This design comes from an exercise in tuning for a short achievable clock period and few clock cycles per item on the open sky130 flow, not from production work.
The RTL was checked by simulation tests, not by an equivalence proof against the original design.

==> flow/design.v <==
`default_nettype none
package div_pkg;
    localparam int OP_LN = 32;           
endpackage
`default_nettype wire
`timescale 1ns/1ps
`default_nettype none
import div_pkg::*;
module div_unit #(
    parameter int RB = 4,
    parameter int XW = OP_LN + RB,
    parameter int NK = 1 << RB
) (
    input  wire [XW-1:0]       x,
    input  wire [NK*XW-1:0]    mul,    
    output logic [RB-1:0]      k,
    output logic [RB-1:0]      km1,    
    output logic               knz,    
    output logic [OP_LN-1:0]   r       
);
    logic [NK:0]      ge;              
    logic [OP_LN-1:0] d [NK];
    assign ge[0]  = 1'b1;
    assign ge[NK] = 1'b0;
    assign d[0]   = x[OP_LN-1:0];
    assign knz    = ge[1];
    for (genvar j = 1; j < NK; j++) begin : g_cmp
        logic [XW:0] df;
        assign df    = {1'b0, x} - {1'b0, mul[j*XW +: XW]};
        assign ge[j] = ~df[XW];
        assign d[j]  = df[OP_LN-1:0];
    end
    always_comb begin
        k   = '0;
        km1 = '0;
        r   = '0;
        for (int j = 0; j < NK; j++) begin
            if (ge[j] && !ge[j+1]) begin
                k   = k   | RB'(j);
                km1 = km1 | RB'(j - 1);
                r   = r   | d[j];
            end
        end
    end
endmodule
`default_nettype wire
`default_nettype none
module div_unit_cs #(
    parameter int RB = 3,
    parameter int XW = OP_LN + RB,
    parameter int NK = 1 << RB
) (
    input  wire [XW-1:0]       x,
    input  wire [NK*XW-1:0]    ms,     
    input  wire [NK*XW-1:0]    mc,
    output logic [RB-1:0]      k,
    output logic [RB-1:0]      km1,    
    output logic               knz,    
    output logic [OP_LN-1:0]   r       
);
    localparam int W = XW + 2;         
    logic [NK:0]      ge;              
    logic [OP_LN-1:0] d [NK];
    assign ge[0]  = 1'b1;
    assign ge[NK] = 1'b0;
    assign d[0]   = x[OP_LN-1:0];
    assign knz    = ge[1];
    for (genvar j = 1; j < NK; j++) begin : g_cmp
        logic [W-1:0] xs, ns, nc, u, mj, v, df;
        assign xs    = {2'b00, x};
        assign ns    = ~{2'b00, ms[j*XW +: XW]};
        assign nc    = ~{2'b00, mc[j*XW +: XW]};
        assign u     = xs ^ ns ^ nc;
        assign mj    = (xs & ns) | (xs & nc) | (ns & nc);
        assign v     = {mj[W-2:0], 1'b1};
        assign df    = u - ~v;
        assign ge[j] = ~df[W-1];
        assign d[j]  = df[OP_LN-1:0];
    end
    always_comb begin
        k   = '0;
        km1 = '0;
        r   = '0;
        for (int j = 0; j < NK; j++) begin
            if (ge[j] && !ge[j+1]) begin
                k   = k   | RB'(j);
                km1 = km1 | RB'(j - 1);
                r   = r   | d[j];
            end
        end
    end
endmodule
`default_nettype wire
`timescale 1ns/1ps
`default_nettype none
import div_pkg::*;
module div_top (
    input  wire              clk,
    input  wire              rst_n,
    input  wire [OP_LN-1:0]  op1,     
    input  wire [OP_LN-1:0]  op2,     
    input  wire [2:0]        funct3,
    input  wire              start,
    input  wire              ack,
    output logic [OP_LN-1:0] result,
    output logic             done
);
    localparam int R0   = 3;                           
    localparam int RB   = 5;                           
    localparam int NK   = 1 << RB;
    localparam int NK0  = 1 << R0;
    localparam int XW   = OP_LN + RB;                  
    localparam int X0W  = OP_LN + R0;                  
    localparam int MMAX = (OP_LN - R0 + RB - 1) / RB;  
    localparam int CW   = 3;                           
    logic          st_prep, st_iter, st_neg;   
    logic [CW-1:0] cnt;                        
    logic          busy, accept;
    assign busy   = st_prep | st_iter | st_neg;
    assign accept = start & ~busy & (~done | ack);
    logic             sg, is_rem, a_neg, b_neg;
    logic [OP_LN-1:0] ap, bp;            
    logic [OP_LN-1:0] op1_n, op2_n;
    logic             div0, ovfl, lt_p, eq_c2, eq_c3, mag_lt, fast;
    logic [OP_LN-1:0] fast_res;
    assign sg     = ~funct3[0];
    assign is_rem = funct3[1];
    assign a_neg  = sg & op1[OP_LN-1];
    assign b_neg  = sg & op2[OP_LN-1];
    assign op1_n  = ~op1;
    assign op2_n  = ~op2;
    assign ap     = op1 ^ {OP_LN{a_neg}};
    assign bp     = op2 ^ {OP_LN{b_neg}};
    assign div0   = (op2 == '0);
    assign ovfl   = sg & (op1 == {1'b1, {(OP_LN-1){1'b0}}}) & (op2 == '1);
    always_comb begin
        case ({a_neg, b_neg})
            2'b00:   lt_p = op1 < op2;
            2'b01:   lt_p = op1 < op2_n;
            2'b10:   lt_p = op1_n < op2;
            default: lt_p = op1_n < op2_n;
        endcase
    end
    assign eq_c2  = ((op1 ^ op2) == '1);                                         
    assign eq_c3  = ((op1 ^ op2) == {(op1[OP_LN-2:0] | op2[OP_LN-2:0]), 1'b0});  
    assign mag_lt = (lt_p & ~(a_neg & ~b_neg & eq_c3)) | (~a_neg & b_neg & eq_c2);
    assign fast   = div0 | ovfl | mag_lt;
    always_comb begin
        if (is_rem) fast_res = ovfl ? '0 : op1;
        else        fast_res = div0 ? '1 : (ovfl ? op1 : '0);
    end
    logic [MMAX-1:0]  cf_pp, cf_pn, cf_np, cf_nn, cfit;
    logic [CW-1:0]    m;
    logic [MMAX:0]    msel;              
    for (genvar j = 0; j < MMAX; j++) begin : g_fit
        assign cf_pp[j] = (op1   >> (R0 + RB * j)) < op2;
        assign cf_pn[j] = (op1   >> (R0 + RB * j)) < op2_n;
        assign cf_np[j] = (op1_n >> (R0 + RB * j)) < (op2 >> 1);
        assign cf_nn[j] = (op1_n >> (R0 + RB * j)) < op2_n;
    end
    always_comb begin
        case ({a_neg, b_neg})
            2'b00:   cfit = cf_pp;
            2'b01:   cfit = cf_pn;
            2'b10:   cfit = cf_np;
            default: cfit = cf_nn;
        endcase
        msel[0] = cfit[0];
        for (int j = 1; j < MMAX; j++) msel[j] = cfit[j] & ~cfit[j-1];
        msel[MMAX] = ~cfit[MMAX-1];
        m = '0;
        for (int j = 0; j <= MMAX; j++) if (msel[j]) m = m | CW'(j);
    end
    function automatic [2*X0W-1:0] csa(input [X0W-1:0] p, input [X0W-1:0] q, input [X0W-1:0] s);
        csa = {p ^ q ^ s, ((p & q) | (p & s) | (q & s)) << 1};
    endfunction
    logic [X0W-1:0]   bpx, bnx;
    logic [2*X0W-1:0] b3, b5, b7, b7n;
    assign bpx = X0W'(op2);
    assign bnx = X0W'(op2_n);
    assign b7n = csa(bnx << 2, bnx << 1, bnx);
    assign b3  = b_neg ? csa(bnx << 1, bnx, X0W'(3)) : csa(bpx << 1, bpx, '0);
    assign b5  = b_neg ? csa(bnx << 2, bnx, X0W'(5)) : csa(bpx << 2, bpx, '0);
    assign b7  = b_neg ? csa(b7n[2*X0W-1:X0W], b7n[X0W-1:0], X0W'(7)) : csa(bpx << 2, bpx << 1, bpx);
    logic [OP_LN-1:0] a_q, b_q;          
    logic [2*X0W-1:0] b3_q, b5_q, b7_q;  
    logic [CW-1:0]    m_q;
    logic [MMAX:0]    msel_q;
    logic             a_neg_q, q_neg_q, is_rem_q;
    logic             sel_f_q, sel_r_q, sel_qm_q, sel_q_q;    
    logic [OP_LN-1:0] fres_q;
    always_ff @(posedge clk) begin
        if (!busy) begin
            a_q    <= a_neg ? -op1 : op1;
            b_q    <= b_neg ? -op2 : op2;
            b3_q   <= b3;
            b5_q   <= b5;
            b7_q   <= b7;
            m_q    <= m;
            msel_q <= msel;
        end
        if (accept) begin                        
            a_neg_q  <= a_neg;
            q_neg_q  <= a_neg ^ b_neg;
            is_rem_q <= is_rem;
            sel_f_q  <= fast;
            sel_r_q  <= ~fast & is_rem;
            sel_qm_q <= ~fast & ~is_rem & (a_neg ^ b_neg);
            sel_q_q  <= ~fast & ~is_rem & ~(a_neg ^ b_neg);
            fres_q   <= fast_res;
        end
    end
    logic [X0W-1:0]     x0;
    logic [OP_LN-1:0]   dsh0;            
    logic [NK*XW-1:0]   mul_c;           
    logic [XW-1:0]      bq;
    logic [NK0*X0W-1:0] mul0;
    logic [R0-1:0]      k0, k0m1;
    logic               k0nz;
    logic [OP_LN-1:0]   r0;
    always_comb begin
        x0   = '0;
        dsh0 = '0;
        for (int j = 0; j <= MMAX; j++) begin
            if (msel_q[j]) begin
                x0   = x0   | X0W'(a_q >> (RB * j));
                dsh0 = dsh0 | OP_LN'(a_q << (OP_LN - RB * j));
            end
        end
    end
    logic [X0W-1:0]     s3, c3, s5, c5, s7, c7;
    logic [NK0*X0W-1:0] mul0c;
    assign {s3, c3} = b3_q;
    assign {s5, c5} = b5_q;
    assign {s7, c7} = b7_q;
    assign mul0  = {s7, s3 << 1, s5, X0W'(b_q) << 2, s3, X0W'(b_q) << 1, X0W'(b_q), X0W'(0)};
    assign mul0c = {c7, c3 << 1, c5, X0W'(0),        c3, X0W'(0),        X0W'(0),    X0W'(0)};
    div_unit_cs #(.RB(R0)) u_d0 (.x(x0), .ms(mul0), .mc(mul0c), .k(k0), .km1(k0m1), .knz(k0nz), .r(r0));
    assign bq = XW'(b_q);
    always_comb begin
        mul_c = '0;
        for (int j = 1; j < NK; j += 2) begin
            case (j)
                1:       mul_c[j*XW +: XW] = bq;
                3:       mul_c[j*XW +: XW] = XW'(s3 + c3);
                5:       mul_c[j*XW +: XW] = XW'(s5 + c5);
                7:       mul_c[j*XW +: XW] = XW'(s7 + c7);
                default: mul_c[j*XW +: XW] = bq * XW'(j);
            endcase
        end
    end
    logic [NK*XW-1:0] mul_q, mul_i;
    logic [OP_LN-1:0] rem_q, dsh_q, quo_q, quom_q, fin_rem_q;
    logic [XW-1:0]    x1;
    logic [RB-1:0]    k1, k1m1;
    logic             k1nz;
    logic [OP_LN-1:0] r1, rem_n;
    logic [OP_LN-1:0] quo_n, quom_n;
    logic             last;
    always_comb begin
        mul_i = mul_q;
        mul_i[0 +: XW] = '0;
        for (int j = 2; j < NK; j += 2) mul_i[j*XW +: XW] = mul_i[(j/2)*XW +: XW] << 1;
    end
    assign x1 = {rem_q, dsh_q[OP_LN-1 -: RB]};
    div_unit #(.RB(RB)) u_d1 (.x(x1), .mul(mul_i), .k(k1), .km1(k1m1), .knz(k1nz), .r(r1));
    assign quo_n  = {quo_q[OP_LN-RB-1:0], k1};
    assign quom_n = k1nz ? {quo_q[OP_LN-RB-1:0], k1m1}
                         : {quom_q[OP_LN-RB-1:0], {RB{1'b1}}};
    assign rem_n = st_prep ? r0 : r1;
    assign last  = (st_prep & msel_q[0]) | (st_iter & (cnt == CW'(1)));
    always_ff @(posedge clk) begin
        if (st_prep) begin
            for (int j = 1; j < NK; j += 2) mul_q[j*XW +: XW] <= mul_c[j*XW +: XW];
            dsh_q  <= dsh0;
            quo_q  <= OP_LN'(k0);
            quom_q <= k0nz ? OP_LN'(k0m1) : '1;
        end else if (st_iter) begin
            dsh_q  <= dsh_q << RB;
            quo_q  <= quo_n;
            quom_q <= quom_n;
        end
        if (st_prep | st_iter) rem_q <= rem_n;
        if (last)              fin_rem_q <= rem_n;
        else if (st_neg)       fin_rem_q <= -fin_rem_q;
    end
    assign result = ({OP_LN{sel_f_q}}  & fres_q)    | ({OP_LN{sel_r_q}} & fin_rem_q) |
                    ({OP_LN{sel_qm_q}} & ~quom_q)   | ({OP_LN{sel_q_q}} & quo_q);
    always_ff @(posedge clk or negedge rst_n) begin
        if (!rst_n) begin
            st_prep <= 1'b0;
            st_iter <= 1'b0;
            st_neg  <= 1'b0;
            cnt     <= '0;
            done    <= 1'b0;
        end else begin
            if (accept) begin
                done    <= fast;
                st_prep <= ~fast;
            end else if (ack) begin
                done    <= 1'b0;
            end
            if (st_prep) begin
                st_prep <= 1'b0;
                if (!msel_q[0]) begin
                    st_iter <= 1'b1;
                    cnt     <= m_q;
                end
            end
            if (st_iter) begin
                cnt <= cnt - 1'b1;
                if (cnt == CW'(1)) st_iter <= 1'b0;
            end
            if (last) begin
                if (is_rem_q & a_neg_q) st_neg <= 1'b1;
                else                    done   <= 1'b1;
            end
            if (st_neg) begin
                st_neg <= 1'b0;
                done   <= 1'b1;
            end
        end
    end
endmodule
`default_nettype wire
==> flow/flow/run.sh <==
#!/bin/bash
# The standard layout with stronger timing repair: the constraints (clock period,
# input/output delays, loads) are the standard flow's unchanged; repair_timing aims for a larger
# slack margin and may resize cells to other footprints
set -euo pipefail
bash standard.sh SETUP_SLACK_MARGIN=11.5 MATCH_CELL_FOOTPRINT=0 finish > flow_make.log 2>&1
==> flow/standard.sh <==
#!/bin/bash
# synth_recipe.tcl (not shown) runs the flow's synth.tcl, then flattens the netlist and writes it again
# the make line also repeats each setting of config.mk as NAME=value (left out here)
make -C /OpenROAD-flow-scripts/flow DESIGN_CONFIG=/design/flow/config.mk WORK_HOME=/design/flow/orfs CLKGATE_MAP_FILE= SYNTH_SCRIPT=/design/flow/synth_recipe.tcl "${@:-finish}"
==> flow/config.mk <==
export PLATFORM = sky130hd
export DESIGN_NAME = div_top
export DESIGN_NICKNAME = div_top
export VERILOG_FILES = /design/flow/design.v
export SDC_FILE = /design/flow/constraint.sdc
export NUM_CORES = 4
export LEC_CHECK = 0
export CAP_MARGIN = 20
export CORE_MARGIN = 2
export CORE_UTILIZATION = 25
export SLEW_MARGIN = 20
==> flow/constraint.sdc <==
create_clock -name core_clock -period 17.5 [get_ports {clk}]
set_input_delay 3.5000 -clock core_clock [delete_from_list [all_inputs] [get_ports {clk}]]
set_output_delay 3.5000 -clock core_clock [all_outputs]
set_load 0.01 [all_outputs]
==> summary.md, run 1 <==
| Metric | Value |
|---|---|
| DR WL/cell | 28.94 um |
| Post-Synth Simple-Gate Area | 13.51% |
| Post-synthesis sequential area ratio | 18.94% |
| GR Util met1 | 31.22% |
| Endpoints failing setup | 0 |
| Ys Warns | 5 |
| Area Overhead vs Synth | 20.31% |
| Final nets | 22890 |
| Leading area contributor after synthesis | ha_1 |
| Critical path class | flop to flop |
| Post-DP HPWL | 632700 um |
| Router iterations before antenna repair | 11 |
| Worst setup path start | dsh_q[27] |
| First-pass GRT wire length | 1095000 um |
| Clk slew on worst S/H paths | 0.06 ns |
| Root Buffer | clkbuf_16 |
| Post-Synth Adder-Cell Area | 28.85% |
| Largest family of logic cells by synthesized area | adder cells |
| Final WS setup | 11.09 ns |
| Synth Area in Compound Gates | 23.85% |
| Flops & latches, synth | 1004 |
| Crit Reg-Reg Startpoint | dsh_q[27] |
| Syn nets | 21920 |
| CTS Buf Count | 142 |
| Die X | 797.7 um |
| Initial antenna violation count | 86 |
| Worst Path Required | 18.13 ns |
| Post-place setup slack | 8.397 ns |
| Mux contribution to synthesized area | 0.6714% |
| Most used routing layer in global routing | met2 |
| Wirelength, routed | 809600 um |
| DRC viols | 0 |
| Largest net degree at the start of global routing | 167 |
| CP most frequent cell | buf_4 |
| Vias per inst | 5.618 |
| Row count | 291 |
| Worst Setup Start Kind | flop |
| DRT iter0 DRCs | 19590 |
| Clk sink count | 1004 |
| Sum Neg Setup Slack | 0 ns |
| Worst r2r path cells | 22 |
| I/O pin count | 104 |
| Die ar. | 636300 um2 |
| All-layer global routing usage | 24.00% |
| Critical R2R Capture | fin_rem_q[26] |
| Xor/xnor share of the synthesized area | 7.870% |
| Max-cap violations | 0 |
| Mean Syn Cell Area | 8.498 um2 |
| Crit end category | flop |
| Setup slack, reg-to-reg | 11.09 ns |
| GP Congestion | 1.102 |
| Critical Path AT | 7.04 ns |
| Fin util | 30.18% |
| Via count | 157200 |
| Unique masters post-synth | 107 |
| Total grt overflow | 0 |
| Outcome | finished clean |
| CTS tree | built |
| Top post-synthesis cells by area | ha_1 22%, edfxtp_1 18%, fa_1 6.6% |
| Cell Chain, Critical Path | inv_2 > ha_4 > clkinvlp_4 > buf_4 > buf_4 > fa_1 > buf_4 > a211oi_4 > o21bai_2 > o41ai_4 > buf_4 > o22ai_2 > o21ai_2 > o21ai_1 > buf_6 > a21oi_4 > xor2_2 > o32ai_4 > a2111oi_4 > nand4_1 > o22a_1 > mux2_2 |
| Max Fclk | 156.0 MHz |
| Grt met2 use | 36.37% |
| Hold crit path type | flop to flop |
| Setup crit end | fin_rem_q[26] |
| Pins Over Slew Limit | 0 |
| Clock skew | 0.1246 ns |
| RSZ-0062 raised after global routing | true |
| Mapped cell area | 157500 um2 |
| Hold Path Cell Cnt | 2 |
| Hold Slack | 0.4974 ns |
| Met3 GRT Util | 5.671% |
| H-tree depth | 4 |
| Die height | 797.7 um |
| Core area | 627700 um2 |
| EDFF count, synth | 968 |
| Final period util | 36.63% |
| Routed Antenna Nets | 0 |
| Critical Path Max Stage Delay | 0.57 ns |
| Synth async-reset ratio | 0.6972% |
| Slew HR | 14.40% |
| Clk buf depth | 4 |
| Worst-path fanout max | 7 |
| Final Hold Fails | 0 |
| Number of global-route vias before repair | 148300 |
| Final min period | 6.410 ns |
| PortBufs | 102 |
| Slowest cell on crit path | nand4_1 |
| Post-Synthesis Cells | 18530 |
| Skew-Pair Late Insertion Delay | 0.99 ns |
| Initial Utilization | 25.09% |
| Commonest cells post-synth | 2804 x ha_1, 2346 x inv_1, 1469 x a21oi_1, 1165 x nor2_1, 1139 x nand2_1 |
| Yosys top cell area share | 22.28% |
| Share of layout cells above drive strength 1 | 11.85% |
| Worst Tran Pin Value | 1.283 ns |
| Primary FF master, synth | edfxtp_1 |
| Top-count cell post-synth | ha_1 |
## worst min path at each step
stage          startpoint        end  slack [ns]
2_1_floorplan   quo_q[30]  quo_q[30]        0.46
4_1_cts         quo_q[31]  quo_q[31]        0.50
3_5_place_dp    quo_q[31]  quo_q[31]        0.48
5_1_grt            cnt[2]     cnt[2]        0.51
3_3_place_gp    quo_q[27]  quo_q[27]        0.48
6_report        quo_q[31]  quo_q[31]        0.50
## metal layers
layer	wire (um)	vias up
li1	-	69280
met1	323100	77030
met2	338400	8860
met3	89620	1969
met4	57880	36
met5	611	-
## critical path, delay by kind of cell, from the launching register on
kind	cells	cell delay [ns]
xor gates and xnor gates	1	0.37
DFF	1	0.54
buffers and inverters	7	1.21
muxes	1	0.26
adders and majority gates	2	0.57
and+or+nand+nor	1	0.57
AOI/OAI and AO/OA	10	2.51
## metrics by stage
stage	std cells	instance area, um2
after floorplan	18530	157600
after global placement	27120	171400
after CTS	27740	184500
after global routing	27960	189400
final	27980	189500
after detailed placement	27120	171500
## state kept, by name, summed over array words and instances (netlist names), 30 cells and up
| signal | cells |
|---|---|
| a_q | 32 |
| b3_q | 62 |
| b5_q | 63 |
| b7_q | 66 |
| b_q | 32 |
| dsh_q | 30 |
| fin_rem_q | 32 |
| fres_q | 32 |
| mul_q | 536 |
| quo_q | 32 |
| quom_q | 32 |
| rem_q | 32 |
## placed cells by master (no fill, tap or decap), types with 166 or more instances in the layout
| cell | netlist | final |
|---|---|---|
| ha_1 | 2804 | 2718 |
| fa_1 | 517 | 501 |
| xnor2_1 | 929 | 910 |
| nand3_1 | 357 | 344 |
| o21a_1 | 294 | 287 |
| nor3_1 | 386 | 358 |
| a21oi_1 | 1469 | 1389 |
| a211oi_1 | 222 | 166 |
| buf_4 | 1 | 748 |
| o21bai_1 | 243 | 237 |
| inv_1 | 2346 | 2270 |
| nor2b_1 | 197 | 185 |
| nand2_1 | 1139 | 1121 |
| a21o_1 | 706 | 703 |
| o21ai_0 | 934 | 833 |
| xor2_1 | 486 | 478 |
| and3_1 | 188 | 177 |
| nand2b_1 | 241 | 235 |
| nor2_1 | 1165 | 1142 |
| edfxtp_1 | 968 | 968 |
| clkbuf_16 | 0 | 169 |
| nand4_1 | 176 | 176 |
## repair_timing
item,4_1_cts,5_1_grt
hold buffers,0,0
pin swaps,172,263
setup endpoints to repair,276,164
setup buffers,346,208
gates cloned,14,12
resized for setup,1167,636
## area by class of cell
class | instances | area, um2
diodes | 19 | 47.55
clock buffers | 168 | 3786
clock inverters | 87 | 1026
fillers | 66290 | 438200
inverters | 2347 | 9061
multi-input cells | 14890 | 124000
flip-flops and latches | 1004 | 29830
well taps | 8350 | 10450
repair buffers | 1111 | 11250
repair inverters | 1 | 7.507
## cells by family (layout without fill, tap and decap cells)
logic type,count (synthesis),count (layout)
adder cells (fa/ha/maj),3321,3321
other,0,19
flip-flops,1004,1004
multiplexers,102,102
XOR/XNOR,1415,1415
buffers and inverters,2640,3714
AND/OR/NAND/NOR,4421,4423
AO/OA/AOI/OAI,5627,5627
Testbench counts, summed over its fixed seeds: cycles 5,750, items 2,400.
==> run 2, diff against run 1 <==
--- a/flow/design.v
+++ b/flow/design.v
@@ -152,3 +152,2 @@
     logic [MMAX-1:0]  cf_pp, cf_pn, cf_np, cf_nn, cfit;
-    logic [CW-1:0]    m;
     logic [MMAX:0]    msel;              
@@ -170,4 +169,2 @@
         msel[MMAX] = ~cfit[MMAX-1];
-        m = '0;
-        for (int j = 0; j <= MMAX; j++) if (msel[j]) m = m | CW'(j);
     end
@@ -186,6 +183,5 @@
     logic [2*X0W-1:0] b3_q, b5_q, b7_q;  
-    logic [CW-1:0]    m_q;
+    logic [CW-1:0]    m_q;               
     logic [MMAX:0]    msel_q;
     logic             a_neg_q, q_neg_q, is_rem_q;
-    logic             sel_f_q, sel_r_q, sel_qm_q, sel_q_q;    
     logic [OP_LN-1:0] fres_q;
@@ -198,3 +194,2 @@
             b7_q   <= b7;
-            m_q    <= m;
             msel_q <= msel;
@@ -205,7 +200,3 @@
             is_rem_q <= is_rem;
-            sel_f_q  <= fast;
-            sel_r_q  <= ~fast & is_rem;
-            sel_qm_q <= ~fast & ~is_rem & (a_neg ^ b_neg);
-            sel_q_q  <= ~fast & ~is_rem & ~(a_neg ^ b_neg);
-            fres_q   <= fast_res;
+            fres_q   <= fast ? fast_res : '0;
         end
@@ -221,2 +212,6 @@
     always_comb begin
+        m_q = '0;
+        for (int j = 0; j <= MMAX; j++) if (msel_q[j]) m_q = m_q | CW'(j);
+    end
+    always_comb begin
         x0   = '0;
@@ -239,2 +234,39 @@
     assign bq = XW'(b_q);
+    function automatic [XW-1:0] m_ppp(input [XW-1:0] p, input [XW-1:0] q, input [XW-1:0] r);
+        logic [XW-1:0] sm, cy;
+        sm    = p ^ q ^ r;
+        cy    = ((p & q) | (p & r) | (q & r)) << 1;
+        m_ppp = sm + cy;                         
+    endfunction
+    function automatic [XW-1:0] m_pnp(input [XW-1:0] p, input [XW-1:0] q, input [XW-1:0] r);
+        logic [XW-1:0] sm, cy, nq;
+        nq    = ~q;
+        sm    = p ^ nq ^ r;
+        cy    = (((p & nq) | (p & r) | (nq & r)) << 1) | XW'(1);
+        m_pnp = sm + cy;                         
+    endfunction
+    function automatic [XW-1:0] m_pnn(input [XW-1:0] p, input [XW-1:0] q, input [XW-1:0] r);
+        logic [XW-1:0] sm, cy, nq, nr;
+        nq    = ~q;
+        nr    = ~r;
+        sm    = p ^ nq ^ nr;
+        cy    = (((p & nq) | (p & nr) | (nq & nr)) << 1) | XW'(1);
+        m_pnn = sm - ~cy;                        
+    endfunction
+    logic [XW-1:0] mhi [NK];                     
+    always_comb begin
+        for (int j = 0; j < NK; j++) mhi[j] = '0;
+        mhi[9]  = (bq << 3) + bq;
+        mhi[11] = m_ppp(bq << 3, bq << 1, bq);
+        mhi[13] = m_pnn(bq << 4, bq << 1, bq);
+        mhi[15] = (bq << 4) - bq;
+        mhi[17] = (bq << 4) + bq;
+        mhi[19] = m_ppp(bq << 4, bq << 1, bq);
+        mhi[21] = m_ppp(bq << 4, bq << 2, bq);
+        mhi[23] = m_pnn(bq << 5, bq << 3, bq);
+        mhi[25] = m_pnp(bq << 5, bq << 3, bq);
+        mhi[27] = m_pnn(bq << 5, bq << 2, bq);
+        mhi[29] = m_pnn(bq << 5, bq << 1, bq);
+        mhi[31] = (bq << 5) - bq;
+    end
     always_comb begin
@@ -247,3 +279,3 @@
                 7:       mul_c[j*XW +: XW] = XW'(s7 + c7);
-                default: mul_c[j*XW +: XW] = bq * XW'(j);
+                default: mul_c[j*XW +: XW] = mhi[j];
             endcase
@@ -252,3 +284,4 @@
     logic [NK*XW-1:0] mul_q, mul_i;
-    logic [OP_LN-1:0] rem_q, dsh_q, quo_q, quom_q, fin_rem_q;
+    logic [OP_LN-1:0] rem_q, dsh_q, quo_q, quom_q, fin_rem_q, fin_quo_q;
+    logic [OP_LN-1:0] quo_f, quo_s;
     logic [XW-1:0]    x1;
@@ -283,7 +316,15 @@
         if (st_prep | st_iter) rem_q <= rem_n;
-        if (last)              fin_rem_q <= rem_n;
-        else if (st_neg)       fin_rem_q <= -fin_rem_q;
+        if (accept) begin
+            fin_rem_q <= '0;
+            fin_quo_q <= '0;
+        end else if (last) begin
+            fin_rem_q <= is_rem_q ? rem_n : '0;
+            fin_quo_q <= is_rem_q ? '0 : quo_s;
+        end else if (st_neg) begin
+            fin_rem_q <= -fin_rem_q;
+        end
     end
-    assign result = ({OP_LN{sel_f_q}}  & fres_q)    | ({OP_LN{sel_r_q}} & fin_rem_q) |
-                    ({OP_LN{sel_qm_q}} & ~quom_q)   | ({OP_LN{sel_q_q}} & quo_q);
+    assign quo_f = st_prep ? OP_LN'(k0) : quo_n;
+    assign quo_s = q_neg_q ? ~(st_prep ? (k0nz ? OP_LN'(k0m1) : '1) : quom_n) : quo_f;
+    assign result = fres_q | fin_rem_q | fin_quo_q;
     always_ff @(posedge clk or negedge rst_n) begin
==> summary.md, run 2 <==
| Metric | Value |
|---|---|
| Most flops, register | mul_q |
| Max reg flops | 546 (+1.9%) |
| Sum Neg Setup Slack | 0 ns (unchanged) |
| Cell Chain, Critical Path | buf_4 > buf_8 > ha_1 > nand4_1 > nor2_2 > nand3_2 > a2111oi_4 > nor3_2 > o21a_2 > buf_6 > buf_4 > a32oi_1 > o211ai_1 > nor4_4 > nand4_1 > a221oi_4 > a31oi_1 > a22o_1 |
| Hold path endpoint | fin_quo_q[3] |
| Post-place setup slack | 8.287 ns (-0.1100 ns) |
| Routed Antenna Nets | 0 (unchanged) |
| Post-Synth Adder-Cell Area | 27.51% (-1.3 points) |
| Top Registers | mul_q: 546 flops, b7_q: 66 flops, b5_q: 63 flops |
| Worst r2r path cells | 18 (-18%) |
| Row count | 285 (-2.1%) |
| DRC viols | 0 (unchanged) |
| Yosys top cell area share | 21.92% (-0.36 points) |
| Router iterations before antenna repair | 12 (+1) |
| Commonest cells after routing, fill and taps aside | 2583 x ha_1, 1725 x inv_1, 1402 x a21oi_1 |
| Via count | 150600 (-4.2%) |
| Worst Tran Pin Value | 1.370 ns (+0.08739 ns) |
| EDFF count, synth | 935 (-3.4%) |
| H-tree depth | 4 (unchanged) |
| Top post-synthesis cells by area | ha_1 22%, edfxtp_1 19%, xnor2_1 5.7% |
| Ys Warns | 6 (+1) |
| Flops & latches, synth | 1030 (+2.6%) |
| GP Congestion | 1.061 (-3.7%) |
| Worst Hold Launch | fin_quo_q[3] |
| Root Buffer | clkbuf_16 |
| Critical Path Max Stage Delay | 0.73 ns (+0.16 ns) |
| Largest net degree at the start of global routing | 152 (-9.0%) |
| Synth Area in Compound Gates | 24.86% (+1.0 points) |
| RSZ-0062 raised after global routing | true |
| Syn nets | 20800 (-5.1%) |
| Commonest cells post-synth | 2645 x ha_1, 1780 x inv_1, 1499 x a21oi_1, 1124 x nand2_1, 1109 x nor2_1 |
| Post-synthesis sequential area ratio | 19.88% (+0.94 points) |
| Critical R2R Capture | fin_rem_q[4] |
| Post-Synth Simple-Gate Area | 13.73% (+0.22 points) |
| Final period util | 35.77% (-0.85 points) |
| Max-cap violations | 0 (unchanged) |
| Initial antenna violation count | 71 (-17%) |
| Hold crit path type | flop to flop |
| PortBufs | 102 (unchanged) |
| Worst Setup Start Kind | flop |
| Max Fclk | 159.7 MHz (+2.4%) |
| Slew HR | 7.964% (-6.4 points) |
| Primary FF master, synth | edfxtp_1 |
| Top-count cell post-synth | ha_1 |
| Clk buf depth | 4 (unchanged) |
| Most common cell after layout, fill and taps aside | ha_1 |
| CTS Buf Count | 144 (+1.4%) |
| Xor/xnor share of the synthesized area | 8.504% (+0.63 points) |
| Die ar. | 610200 um2 (-4.1%) |
| DR WL/cell | 30.61 um (+5.8%) |
| Crit end category | flop |
| Skew-Pair Late Insertion Delay | 0.90 ns (-0.09 ns) |
| I/O pin count | 104 (unchanged) |
| Endpoints failing setup | 0 (unchanged) |
| Total grt overflow | 0 (unchanged) |
| Wirelength, routed | 818400 um (+1.1%) |
| Number of global-route vias before repair | 143000 (-3.6%) |
| Final min period | 6.260 ns (-0.1496 ns) |
| Mean Syn Cell Area | 8.548 um2 (+0.59%) |
| Core area | 601900 um2 (-4.1%) |
| Mux contribution to synthesized area | 0.2271% (-0.44 points) |
| First-pass GRT wire length | 1099000 um (+0.38%) |
| Fin util | 30.08% (-0.10 points) |
| Worst-path fanout max | 23 (+16) |
| Area Overhead vs Synth | 19.92% |
| Vias per inst | 5.631 (+0.23%) |
| Post-DP HPWL | 641000 um (+1.3%) |
| CTS tree | built |
| Hold Path Cell Cnt | 2 (unchanged) |
| Post-Synthesis Cells | 17660 (-4.7%) |
| Clock skew | 0.05735 ns (-0.06721 ns) |
| Synth async-reset ratio | 0.6796% (-0.018 points) |
| Slowest cell on crit path | a2111oi_4 |
| Final nets | 21700 (-5.2%) |
| Largest family of logic cells by synthesized area | adder cells |
| Setup slack, reg-to-reg | 11.24 ns (+0.15 ns) |
| Leading area contributor after synthesis | ha_1 |
| DRT iter0 DRCs | 18040 (-7.9%) |
| Die height | 781.1 um (-2.1%) |
| Critical Path AT | 7.03 ns (about the same) |
| Unique masters post-synth | 92 (-14%) |
| Initial Utilization | 25.08% (about the same) |
| Share of layout cells above drive strength 1 | 11.76% (-0.089 points) |
| Clk sink count | 1030 (+2.6%) |
| Mapped cell area | 151000 um2 (-4.1%) |
| Final WS setup | 11.24 ns (+0.1496 ns) |
| Critical path class | flop to flop |
| Worst Path Required | 18.27 ns (+0.14 ns) |
| Clk slew on worst S/H paths | 0.06 ns (about the same) |
| Pins Over Slew Limit | 0 (unchanged) |
| Die X | 781.1 um (-2.1%) |
| Final Hold Fails | 0 (unchanged) |
| Outcome | finished clean |
| Crit Reg-Reg Startpoint | rem_q[19] |
| Fill cell count | 63850 (-3.7%) |
| All-layer global routing usage | 25.31% (+1.3 points) |
[run 2: worst max path at each step]
stage / endpoint / depth (start not counted) / from / slack (ns)
floorplan: a_q[0] / 5 / st_prep / 5.50
global placement: rem_q[28] / 19 / mul_q[1147] / 8.20
detailed placement: fres_q[7] / 19 / op2[1] / 8.29
CTS: fres_q[22] / 13 / op2[28] / 11.40
global route: fin_rem_q[1] / 26 / msel_q[1] / 11.30
finish: fin_rem_q[4] / 18 / rem_q[19] / 11.24
[run 2: kinds of logic after synthesis]
| family | count (synthesis) |
|---|---|
| AOI/OAI and AO/OA | 5665 |
| xor gates and xnor gates | 1466 |
| adders and majority gates | 3067 |
| buffers and inverters | 2124 |
| DFF | 1030 |
| muxes | 34 |
| and+or+nand+nor | 4276 |
[run 2: layer usage]
metal | share of wire [%] | vias up | track usage, %
met5 | 0.050 | - | 0
met4 | 6.5 | 26 | 12.68
met3 | 9.7 | 1678 | 5.430
met2 | 43 | 7770 | 39.47
met1 | 41 | 74550 | 32.96
li1 | - | 66530 | -
[run 2: repair_timing]
item                        CTS  global route
pin swaps                   152           211
buffers inserted            242           217
gates resized for setup    1038           550
cloned                       14            13
hold buffers                  0             0
setup endpoints to repair   289           148
[run 2: through the flow]
step	std cells	hold slack (ns)	area (um2)
2_1_floorplan	17660	0.4190	151100
3_3_place_gp	25960	0.4396	165000
3_5_place_dp	25960	0.4444	165000
4_1_cts	26470	0.4672	176500
5_1_grt	26710	0.4920	181000
6_report	26740	0.4694	181100
[run 2: final cells by class]
class / instances / area (um2) / area share, %
multi-input cells: 14510 / 118500 / 65.44
flip-flops and latches: 1030 / 30030 / 16.58
repair buffers: 1086 / 10800 / 5.963
well taps: 8036 / 10050 / 5.553
inverters: 1785 / 6869 / 3.794
clock buffers: 169 / 3761 / 2.077
clock inverters: 86 / 977.2 / 0.5397
diodes: 35 / 87.58 / 0.04837
[run 2: worst max-delay path: cells and delay by family, from the launching register on]
kind	cells	cell delay, ns
AO/OA/AOI/OAI	7	2.41
AND/OR/NAND/NOR	6	1.74
buffers and inverters	4	1.27
flip-flops	1	0.33
adder cells (fa/ha/maj)	1	0.28
Testbench counts of run 2, summed over its fixed seeds: cycles 5,750, items 2,400.
==> run 3, diff against run 2 <==
--- a/flow/design.v
+++ b/flow/design.v
@@ -200,3 +200,5 @@
             is_rem_q <= is_rem;
-            fres_q   <= fast ? fast_res : '0;
+            fres_q   <= fast_res;
+        end else if (st_prep) begin
+            fres_q   <= '0;                      
         end
==> summary.md, run 3 <==
| Metric | Value |
|---|---|
| Family with the most delay on the worst path | compound AO/OA/AOI/OAI gates |
| EDFF count, synth | 935 (unchanged) |
| Multi-input logic area | 118600 um2 (about the same) |
| Mapped cell area | 152600 um2 (+1.0%) |
| Die height | 785.2 um (+0.52%) |
| Max-cap violations | 0 (unchanged) |
| Slowest cell on crit path | o41ai_1 |
| Number of global-route vias before repair | 145200 (+1.6%) |
| Unique masters post-synth | 108 (+17%) |
| Post-synthesis sequential area ratio | 19.67% (-0.21 points) |
| Core area | 607300 um2 (+0.89%) |
| Most common cell after layout, fill and taps aside | ha_1 |
| Vias per inst | 5.711 (+1.4%) |
| I/O pin count | 104 (unchanged) |
| Critical path class | flop to flop |
| Worst Setup Start Kind | flop |
| H-tree depth | 4 (unchanged) |
| Cell Chain, Critical Path | inv_1 > ha_1 > nor2b_1 > o31a_1 > o41ai_1 > a21oi_2 > o21ai_2 > a31oi_2 > nand3_1 > a221oi_4 > buf_4 > buf_4 > a211oi_4 > nand4_1 > nor2_1 > a31oi_1 > a221o_1 |
| WP buf/inv | 3 (-1) |
| Yosys top cell area share | 21.70% (-0.22 points) |
| Worst Path Required | 18.31 ns (+0.04 ns) |
| Post-Synthesis Cells | 17850 (+1.1%) |
| Hold crit path type | flop to flop |
| Synth async-reset ratio | 0.6796% (unchanged) |
| Skew-Pair Late Insertion Delay | 0.94 ns (+0.04 ns) |
| Clk sink count | 1030 (unchanged) |
| DRT iter0 DRCs | 19850 (+10%) |
| Critical Path Max Stage Delay | 0.70 ns (-0.03 ns) |
| Endpoints failing setup | 0 (unchanged) |
| Fin util | 29.57% (-0.51 points) |
| CTS tree | built |
| CP most frequent cell | buf_4 |
| Top Registers | mul_q: 546 flops, b7_q: 66 flops, b5_q: 63 flops |
| Final nets | 21770 (+0.34%) |
| Sum Neg Setup Slack | 0 ns (unchanged) |
| Crit end category | flop |
| CTS Buf Count | 147 (+2.1%) |
| Outcome | finished clean |
| Worst-path fanout max | 16 (-30%) |
| Commonest cells after routing, fill and taps aside | 2598 x ha_1, 1741 x inv_1, 1385 x a21oi_1 |
| Clock skew | 0.07928 ns (+0.02193 ns) |
| RSZ-0062 raised after global routing | true |
| Worst Tran Pin Value | 1.333 ns (-0.03680 ns) |
| Final period util | 35.67% (-0.10 points) |
| Post-Synth Adder-Cell Area | 27.24% (-0.28 points) |
| Via count | 153200 (+1.8%) |
| Clk buf depth | 4 (unchanged) |
| Routed Antenna Nets | 0 (unchanged) |
| Slew HR | 11.12% (+3.2 points) |
| Top post-synthesis cells by area | ha_1 22%, edfxtp_1 18%, fa_1 5.5% |
| Ys Warns | 6 (unchanged) |
| Initial antenna violation count | 106 (+49%) |
| Mean Syn Cell Area | 8.548 um2 (about the same) |
| Top-count cell post-synth | ha_1 |
| Post-DP HPWL | 651300 um (+1.6%) |
| Clk slew on worst S/H paths | 0.05 ns (about the same) |
| Primary FF master, synth | edfxtp_1 |
| Post-Synth Simple-Gate Area | 13.99% (+0.26 points) |
| Max reg flops | 546 (unchanged) |
| Largest net degree at the start of global routing | 99 (-35%) |
| Wirelength, routed | 819800 um (+0.17%) |
| DR WL/cell | 30.56 um (-0.17%) |
| GP Congestion | 1.098 (+3.4%) |
| Mux contribution to synthesized area | 0.4224% (+0.20 points) |
| Most flops, register | mul_q |
| Area Overhead vs Synth | 17.72% |
| Fill cell count | 64390 (+0.86%) |
| Die X | 785.2 um (+0.52%) |
| Root Buffer | clkbuf_16 |
| Die ar. | 616500 um2 (+1.0%) |
| Share of layout cells above drive strength 1 | 10.07% (-1.7 points) |
| Reg area | 30030 um2 (about the same) |
| DRC viols | 0 (unchanged) |
| Largest family of logic cells by synthesized area | adder cells |
| Row count | 286 (+0.35%) |
| Leading area contributor after synthesis | ha_1 |
| Syn nets | 20990 (+0.90%) |
| Max Fclk | 160.2 MHz (+0.29%) |
| All-layer global routing usage | 25.29% (about the same) |
| Router iterations before antenna repair | 9 (-3) |
| Commonest cells post-synth | 2646 x ha_1, 1797 x inv_1, 1448 x a21oi_1, 1164 x nor2_1, 1108 x nand2_1 |
| Xor/xnor share of the synthesized area | 8.118% (-0.39 points) |
| Flops & latches, synth | 1030 (unchanged) |
| Critical Path AT | 7.05 ns (+0.02 ns) |
| Pins Over Slew Limit | 0 (unchanged) |
| Initial Utilization | 25.12% (+0.040 points) |
| First-pass GRT wire length | 1106000 um (+0.62%) |
| Final Hold Fails | 0 (unchanged) |
| Final min period | 6.242 ns (-0.01830 ns) |
| Total grt overflow | 0 (unchanged) |
| PortBufs | 102 (unchanged) |
| Synth Area in Compound Gates | 25.31% (+0.45 points) |
## run 3: tightest hold or removal path, cell delays in order (launching register included)
cell and delay [ns]:
dfxtp_1 0.31, nand2_1 0.05, o21ai_0 0.06
## run 3: final cells by class
| type | instances | share of cell area (%) |
|---|---|---|
| Inverter | 1802 | 3.889 |
| Clock buffer | 167 | 2.119 |
| Timing Repair Buffer | 953 | 5.059 |
| Tap cell | 8064 | 5.618 |
| Multi-Input combinational cell | 14700 | 66.02 |
| Clock inverter | 96 | 0.5406 |
| Antenna cell | 21 | 0.02926 |
| Sequential cell | 1030 | 16.72 |
## run 3: per-layer routing
layer | vias up | part of all wire (%) | track usage [%]
met5 | - | 0.028 | 0
li1 | 67110 | - | -
met3 | 1917 | 11 | 6.062
met1 | 75720 | 40 | 32.58
met2 | 8434 | 42 | 39.01
met4 | 26 | 6.8 | 13.45
## run 3: cell families after synthesis
group | Yosys count
AOI/OAI and AO/OA | 5747
adders and majority gates | 3068
xor gates and xnor gates | 1414
and+or+nand+nor | 4400
DFF | 1030
muxes | 64
buffers and inverters | 2125
## run 3: worst paths after layout
kind	depth (start not counted)	slack, ns	to	start
hold / removal	2	0.46	fin_quo_q[0]	fin_quo_q[0]
setup reg to reg	17	11.26	fin_quo_q[2]	mul_q[1074]
hold reg to reg	2	0.46	fin_quo_q[0]	fin_quo_q[0]
max in group asynchronous	1	14.23	st_prep	rst_n
setup / recovery	17	11.26	fin_quo_q[2]	mul_q[1074]
min in group asynchronous	1	2.89	done	rst_n
## run 3: stage by stage
| step | area [um2] | hold WS, ns | setup slack (ns) | std cells |
|---|---|---|---|---|
| 2_1_floorplan | 152600 | 0.4190 | 5.544 | 17850 |
| 3_3_place_gp | 166400 | 0.4406 | 8.511 | 26170 |
| 3_5_place_dp | 166500 | 0.4504 | 8.530 | 26180 |
| 4_1_cts | 176800 | 0.4622 | 11.37 | 26680 |
| 5_1_grt | 179600 | 0.4867 | 11.36 | 26820 |
| 6_report | 179600 | 0.4584 | 11.26 | 26830 |
## run 3: what timing repair did
item                                    in CTS  in global routing
cloned                                      11                  5
setup buffers                              224                127
pin swaps                                  112                124
resized for setup                          781                368
hold buffers                                 0                  0
endpoints found under the setup margin     294                114
Testbench counts of run 3, summed over its fixed seeds: cycles 5,750, items 2,400.
==> run 4, diff against run 3 <==
==> flow/run.sh (new file) <==
#!/bin/bash
# synth_recipe.tcl (not shown) runs the flow's synth.tcl, then flattens the netlist and writes it again
# the make line also repeats each setting of config.mk as NAME=value (left out here)
make -C /OpenROAD-flow-scripts/flow DESIGN_CONFIG=/design/flow/config.mk WORK_HOME=/design/flow/orfs CLKGATE_MAP_FILE= SYNTH_SCRIPT=/design/flow/synth_recipe.tcl finish
--- a/flow/config.mk
+++ b/flow/config.mk
@@ -10,2 +10,3 @@
 export CORE_UTILIZATION = 25
+export PLACE_DENSITY = 0.45
 export SLEW_MARGIN = 20
removed: flow/flow/run.sh
removed: flow/standard.sh
==> summary.md, run 4 <==
| Metric | Value |
|---|---|
| Total grt overflow | 0 (unchanged) |
| Top-count cell post-synth | ha_1 |
| Yosys top cell area share | 21.70% (unchanged) |
| Top post-synthesis cells by area | ha_1 22%, edfxtp_1 18%, fa_1 5.5% |
| PortBufs | 102 (unchanged) |
| Hold Slack | 0.4652 ns (+0.006758 ns) |
| Crit Reg-Reg Startpoint | dsh_q[29] |
| Syn nets | 20990 (unchanged) |
| Slew HR | 9.625% (-1.5 points) |
| Post-DP HPWL | 789300 um (+21%) |
| DRT iter0 DRCs | 17980 (-9.4%) |
| Mapped cell area | 152600 um2 (unchanged) |
| Most common cell after layout, fill and taps aside | ha_1 |
| Worst r2r path cells | 18 (+1) |
| Final period util | 51.77% (+16 points) |
| Final nets | 21510 (-1.2%) |
| Vias per inst | 5.639 (-1.3%) |
| Routed Antenna Nets | 0 (unchanged) |
| Commonest cells after routing, fill and taps aside | 2646 x ha_1, 1794 x inv_1, 1447 x a21oi_1 |
| Commonest cells post-synth | 2646 x ha_1, 1797 x inv_1, 1448 x a21oi_1, 1164 x nor2_1, 1108 x nand2_1 |
| Critical Path AT | 9.86 ns (+2.81 ns) |
| Outcome | finished clean |
| Flops & latches, synth | 1030 (unchanged) |
| Die X | 785.2 um (unchanged) |
| Clk sink count | 1030 (unchanged) |
| Initial antenna violation count | 105 (-0.94%) |
| First-pass GRT wire length | 1257000 um (+14%) |
| Setup slack, reg-to-reg | 8.44 ns (-2.82 ns) |
| Critical R2R Capture | fin_rem_q[11] |
| Clk buf depth | 4 (unchanged) |
| Unique masters post-synth | 108 (unchanged) |
| Die ar. | 616500 um2 (unchanged) |
| Max-cap violations | 0 (unchanged) |
| EDFF count, synth | 935 (unchanged) |
| Leading area contributor after synthesis | ha_1 |
| Root Buffer | clkbuf_16 |
| Skew-Pair Late Insertion Delay | 0.95 ns (about the same) |
| Clk slew on worst S/H paths | 0.06 ns (about the same) |
| Core area | 607300 um2 (unchanged) |
| Setup crit end | fin_rem_q[11] |
| DRC viols | 0 (unchanged) |
| Largest net degree at the start of global routing | 131 (+32%) |
| CTS tree | built |
| Clock skew | 0.06131 ns (-0.01797 ns) |
| Crit end category | flop |
| Max reg flops | 546 (unchanged) |
| Primary FF master, synth | edfxtp_1 |
| Number of global-route vias before repair | 140400 (-3.3%) |
| DR WL/cell | 35.83 um (+17%) |
| Critical path class | flop to flop |
| All-layer global routing usage | 29.79% (+4.5 points) |
| Share of layout cells above drive strength 1 | 5.958% (-4.1 points) |
| Area after DPL | 167600 um2 (+0.68%) |
| Sum Neg Setup Slack | 0 ns (unchanged) |
| RSZ-0062 raised after global routing | false |
| Max Fclk | 110.4 MHz (-31%) |
| Hold crit path type | flop to flop |
| Pins Over Slew Limit | 0 (unchanged) |
| Design area | 172800 um2 (-3.8%) |
| Worst Setup Start Kind | flop |
| Worst setup path start | dsh_q[29] |
| Via count | 149900 (-2.1%) |
| Router iterations before antenna repair | 8 (-1) |
| Initial Utilization | 25.12% (unchanged) |
| GP Congestion | 1.069 (-2.6%) |
| Post-synthesis sequential area ratio | 19.67% (unchanged) |
| Fill cell count | 65390 (+1.5%) |
| Die height | 785.2 um (unchanged) |
| I/O pin count | 104 (unchanged) |
| Hold Buf Count CTS | 0 (unchanged) |
| H-tree depth | 4 (unchanged) |
| Post_cts resized | 0 (-100%) |
| Mean Syn Cell Area | 8.548 um2 (unchanged) |
| Synth async-reset ratio | 0.6796% (unchanged) |
| CTS Buf Count | 152 (+3.4%) |
| Worst Path Required | 18.30 ns (about the same) |
| Top Registers | mul_q: 546 flops, b7_q: 66 flops, b5_q: 63 flops |
| Wirelength, routed | 952700 um (+16%) |
| Final min period | 9.060 ns (+2.818 ns) |
| Row count | 286 (unchanged) |
| Post-CTS Setup Repair Bufs | 0 (-100%) |
| Post-Synthesis Cells | 17850 (unchanged) |
| Worst Tran Pin Value | 1.335 ns (+0.001332 ns) |
| Final Hold Fails | 0 (unchanged) |
| Endpoints failing setup | 0 (unchanged) |
| Worst-path fanout max | 19 (+3) |
| Ys Warns | 6 (unchanged) |
| Most flops, register | mul_q |
| Area Overhead vs Synth | 13.26% |
## run 4: kinds of logic after synthesis
group                      synth area share, %
buffers and inverters                    5.247
xor gates and xnor gates                 8.118
DFF                                      19.67
muxes                                   0.4224
adders and majority gates                27.24
and+or+nand+nor                          13.99
AOI/OAI and AO/OA                        25.31
## run 4: final cells by class
cell class	count	area, um2	share of cell area, %
diodes	46	115.1	0.06662
flip-flops and latches	1030	30020	17.37
inverters	1802	6770	3.918
well taps	8064	10090	5.839
clock inverters	72	833.3	0.4822
repair buffers	688	5567	3.221
multi-input cells	14690	115300	66.70
clock buffers	195	4149	2.401
## run 4: per-layer routing
metal	part of all wire, %	GRT usage, %	vias to the layer above
met4	9.0	21.73	24
li1	-	-	66660
met2	43	45.79	6798
met5	0.016	0	-
met1	41	37.55	74770
met3	7.4	5.101	1683
## run 4: how the worst min path moves through the flow
stage                       from            to  slack [ns]  cells after the start
finish              fin_quo_q[0]  fin_quo_q[0]        0.47                      2
floorplan           fin_quo_q[0]  fin_quo_q[0]        0.42                      2
global placement    fin_quo_q[0]  fin_quo_q[0]        0.45                      2
CTS                 fin_quo_q[0]  fin_quo_q[0]        0.47                      2
detailed placement  fin_quo_q[0]  fin_quo_q[0]        0.45                      2
global route        fin_quo_q[0]  fin_quo_q[0]        0.49                      2
## run 4: worst max-delay path, cell delays in order (launching register included)
cell and delay [ns]:
edfxtp_1 0.83, buf_4 0.49, inv_1 0.39, fa_1 0.54, nand2b_1 0.21, a21oi_1 0.15, o211ai_1 0.21, nand3_1 0.66
o211ai_1 0.96, a31o_2 0.34, o21ai_2 0.06, buf_4 0.26, nand2_2 0.12, buf_4 0.47, o22ai_1 0.31, a2111oi_0 0.84
nand4_1 0.95, o22a_1 0.63, a22o_1 0.27
## run 4: stage by stage
| stage | std cells | utilization (%) | worst slack [ns] |
|---|---|---|---|
| 3_5_place_dp | 26270 | 27.60 | 8.860 |
| 5_1_grt | 26550 | 28.44 | 8.566 |
| 6_report | 26590 | 28.46 | 8.440 |
| 2_1_floorplan | 17850 | - | 1.068 |
| 4_1_cts | 26540 | 28.42 | 8.921 |
| 3_3_place_gp | 26270 | 27.58 | 8.514 |

[afterwards: timing with drivers on the ports]
In the flow no input, the clock included, has a driving cell. The finished layouts below were timed again as built, in two steps.
Step 1 sets driving cells, clkbuf_16 on the clock port and buf_2 on the other inputs (assumed; they add their load-dependent delay and slew).
Step 2 times the ports against the registers' clock, not the clock port: input delays grow and output delays shrink by t, the midpoint of the rising clock arrivals with the driver on.
Slacks: no drivers / after step 1 / after step 2; pairs: no drivers / after step 1.
run	t, ns	slack for setup (ns)	worst hold slack (ns)	worst slew at a driven data input, ns
run 1	1.060	11.090 / 11.090 / 10.335	0.497 / 0.497 / 0.497	0.08
run 2	0.976	11.240 / 11.240 / 10.420	0.469 / 0.469 / 0.469	0.10
run 3	1.010	11.258 / 11.258 / 10.481	0.458 / 0.458 / 0.458	0.15
run 4	1.030	8.440 / 8.440 / 8.440	0.465 / 0.465 / 0.465	0.10
After both steps setup and hold are still met in every run listed. The setup slack of run 2, which loses most, moves by 0.000 ns with the drivers and by -0.820 ns with both steps.
